What follows belongs to an exercise in optimizing a design on an open flow for small area, a short achievable clock period and few clock cycles; a production flow would make more cautious choices.
RTL that was checked went through simulation tests only; none was proved equivalent to the original.
Power figures rest on the tool's default switching activity, not on a simulated workload.

// dma_backend
module dma_backend #(
  parameter int unsigned MaxOut = 4    
) (
  input  logic        clk_i,
  input  logic        rst_ni,
  input  logic        valid_i,
  input  logic [31:0] req_src_i,
  input  logic [31:0] req_dst_i,
  input  logic [31:0] req_num_bytes_i,
  input  logic        req_serialize_i,
  output logic        ready_o,
  output logic [31:0] ar_addr_o,
  output logic [7:0]  ar_len_o,
  output logic        ar_valid_o,
  input  logic        ar_ready_i,
  output logic [31:0] aw_addr_o,
  output logic [7:0]  aw_len_o,
  output logic        aw_valid_o,
  input  logic        aw_ready_i,
  output logic [31:0] w_data_o,
  output logic        w_last_o,
  output logic        w_valid_o,
  input  logic        w_ready_i,
  input  logic [31:0] r_data_i,
  input  logic        r_last_i,
  input  logic        r_valid_i,
  output logic        r_ready_o,
  input  logic        b_valid_i,
  output logic        b_ready_o,
  output logic        backend_idle_o,
  output logic        trans_complete_o
);
Settings: LEC_CHECK=0, CAP_MARGIN=20, CORE_MARGIN=2, CORE_UTILIZATION=65, PLACE_DENSITY=0.75, SLEW_MARGIN=20; clock period 8.5 ns.
standard.sh (not shown) runs the stock make flow with config.mk's settings and CLKGATE_MAP_FILE= SYNTH_SCRIPT=/design/flow/synth_recipe.tcl, a recipe that flattens the netlist after the stock synthesis.
==> flow/flow/run.sh <==
#!/bin/bash
# standard layout; timing repair aims below the clock period, ports buffered with buf_1
bash standard.sh SETUP_SLACK_MARGIN=5.7 "BUFFER_PORTS_ARGS=-buffer_cell sky130_fd_sc_hd__buf_1" finish > standard.log 2>&1
Edit:
--- a/flow/design.v
+++ b/flow/design.v
@@ -39,36 +39,31 @@
   logic              ser_q;      
   logic              ar_vld_q;
   logic              aw_vld_q;
   logic [29:0]       src_q;
   logic [29:0]       dst_q;
   logic [29:0]       left_q;
   logic [3:0]        len_q;      
   logic              last_q;     
   logic              ge16;       
   logic              gt16;       
-  logic              spe_q;      
-  logic              dpe_q;      
-  logic              spe_nx;
-  logic              dpe_nx;
   logic [3:0]        cap_s;
   logic [3:0]        cap_d;
   logic [3:0]        cap_l;
   logic [3:0]        cap_lr;
   logic              s_le_d;
   logic              s_le_l;
   logic              d_le_l;
   logic              l_le_s;
   logic              l_le_d;
   logic [3:0]        len_d;
   logic              last_d;
-  logic [4:0]        beats;
   logic              src_c4;
   logic              dst_c4;
   logic              left_b5;
   logic [29:4]       src_tg;     
   logic [29:4]       dst_tg;
   logic [29:5]       left_tg;
   logic [3:0]        src_lo_nx;
   logic [3:0]        dst_lo_nx;
   logic [4:0]        left_lo_nx;
   logic              req_nz;
@@ -86,49 +81,46 @@
   logic              bl_empty;
   logic              b_fire;
   logic [BPtrW:0]    bl_wp_d;
   logic [BPtrW:0]    bl_rp_d;
   logic              cmp_q;
   logic              cmp_d;
   logic              busy_q;     
   logic              ser_ok;
   assign ge16   = |left_q[29:4];
   assign gt16   = (|left_q[29:5]) | (left_q[4] & (|left_q[3:0]));
-  assign cap_s  = spe_q ? ~src_q[3:0] : 4'hf;
-  assign cap_d  = dpe_q ? ~dst_q[3:0] : 4'hf;
+  assign cap_s  = (&src_q[9:4]) ? ~src_q[3:0] : 4'hf;
+  assign cap_d  = (&dst_q[9:4]) ? ~dst_q[3:0] : 4'hf;
   assign cap_lr = left_q[3:0] - 4'd1;
   assign cap_l  = ge16 ? 4'hf : cap_lr;
   assign s_le_d = (cap_s <= cap_d);
   assign s_le_l = ge16 | (cap_s <= cap_lr);
   assign d_le_l = ge16 | (cap_d <= cap_lr);
   assign l_le_s = ge16 ? (cap_s == 4'hf) : (cap_lr <= cap_s);
   assign l_le_d = ge16 ? (cap_d == 4'hf) : (cap_lr <= cap_d);
   assign len_d  = (s_le_d & s_le_l) ? cap_s : (~s_le_d & d_le_l) ? cap_d : cap_l;
   assign last_d = ~gt16 & l_le_s & l_le_d;
-  assign beats  = {1'b0, len_q} + 5'd1;
   assign src_c4  = (len_q >= ~src_q[3:0]);
   assign dst_c4  = (len_q >= ~dst_q[3:0]);
   assign left_b5 = ({1'b0, left_q[3:0]} <= {1'b0, len_q}) & ~left_q[4];
   always_comb begin
     for (int i = 4; i < 30; i++) begin
       src_tg[i] = src_c4 & (&(src_q | ~((30'd1 << i) - 30'd16)));
       dst_tg[i] = dst_c4 & (&(dst_q | ~((30'd1 << i) - 30'd16)));
     end
     for (int i = 5; i < 30; i++) begin
       left_tg[i] = left_b5 & ~(|(left_q & ((30'd1 << i) - 30'd32)));
     end
   end
   assign src_lo_nx  = src_q[3:0] + len_q + 4'd1;
   assign dst_lo_nx  = dst_q[3:0] + len_q + 4'd1;
   assign left_lo_nx = left_q[4:0] - {1'b0, len_q} - 5'd1;
-  assign spe_nx  = src_c4 ? (src_q[9:4] == 6'd62) : (&src_q[9:4]);
-  assign dpe_nx  = dst_c4 ? (dst_q[9:4] == 6'd62) : (&dst_q[9:4]);
   assign req_nz  = |req_num_bytes_i[31:2];
   assign accept  = rdy_q & valid_i & req_nz;
   assign ser_ok  = ~ser_q | bl_empty;
   assign issue   = calc_q & ~bl_full & ser_ok;
   assign advance = ~free_q & ~calc_q & ~ar_vld_q & ~aw_vld_q;
   assign ar_vld_d = issue | (ar_vld_q & ~ar_ready_i);
   assign aw_vld_d = issue | (aw_vld_q & ~aw_ready_i);
   always_comb begin
     free_d = free_q;
     if (free_q) begin
@@ -157,35 +149,31 @@
         calc_q <= 1'b1;
       end
     end
   end
   always_ff @(posedge clk_i) begin
     if (free_q) begin
       src_q  <= req_src_i[31:2];
       dst_q  <= req_dst_i[31:2];
       left_q <= req_num_bytes_i[31:2];
       ser_q  <= req_serialize_i;
-      spe_q  <= &req_src_i[11:6];
-      dpe_q  <= &req_dst_i[11:6];
     end else if (advance) begin
       src_q[3:0]  <= src_lo_nx;
       dst_q[3:0]  <= dst_lo_nx;
       left_q[4:0] <= left_lo_nx;
       for (int i = 4; i < 30; i++) begin
         if (src_tg[i]) src_q[i] <= ~src_q[i];
         if (dst_tg[i]) dst_q[i] <= ~dst_q[i];
       end
       for (int i = 5; i < 30; i++) begin
         if (left_tg[i]) left_q[i] <= ~left_q[i];
       end
-      spe_q  <= spe_nx;
-      dpe_q  <= dpe_nx;
     end else if (issue) begin
       ser_q  <= 1'b0;
     end
     if (issue) begin
       len_q  <= len_d;
       last_q <= last_d;
     end
   end
   assign ar_addr_o  = {src_q, 2'b00};
   assign aw_addr_o  = {dst_q, 2'b00};
Effect: Maximum frequency falls slightly. Design area barely changes. Die area shrinks slightly. Synthesized cell count falls by a few percent. Combinational power drops by about a fifth. Power falls by a little under a tenth. Non-clock buffer count increases by 2. Via count climbs slightly. Count of clock-buffer cells in the layout drops by 1. First-iteration DRC count rose by about a fifth. Global-route usage came out higher by 2.4 points. Sequential cell count decreases by 2. Sequential power drops by a few percent.
Testbench counts after the change, summed over its fixed seeds: cycles 36,136.
Only the layout flow was run in the first run of this note; the RTL was not checked for function there.

port drivers added, routing unchanged:
The results above use ideal ports. As a check the final layouts listed here were re-extracted and re-timed, cells and wires unchanged.
Step 1: set_driving_cell puts a clkbuf_16 on clk_i and a buf_2 on each other input, an assumption about the parent block.
Step 2 adds t to the input delays and takes it off the output delays; t is the mean of the earliest and latest rising clock arrival at the registers after step 1. Input paths then give back, and output paths get back, about the clock's delay inside the block.
a / b / c = ideal ports / drivers / drivers and shift; a / b = the first two.
| run | t (ns) | setup WS [ns] | hold slack, ns | worst setup path at the end | pins driven straight from the clock port |
|---|---|---|---|---|---|
| the first run | 0.468 | 5.649 / 5.649 / 5.216 | 0.475 / 0.475 / 0.475 | input to register | 1 |
| the second run | 0.476 | 5.595 / 5.595 / 5.347 | 0.475 / 0.475 / 0.475 | input to register | 1 |
After both steps setup and hold are still met in every run listed. For the first run, which loses most, drivers alone change the setup slack by 0.000 ns; drivers and shift together by -0.433 ns.
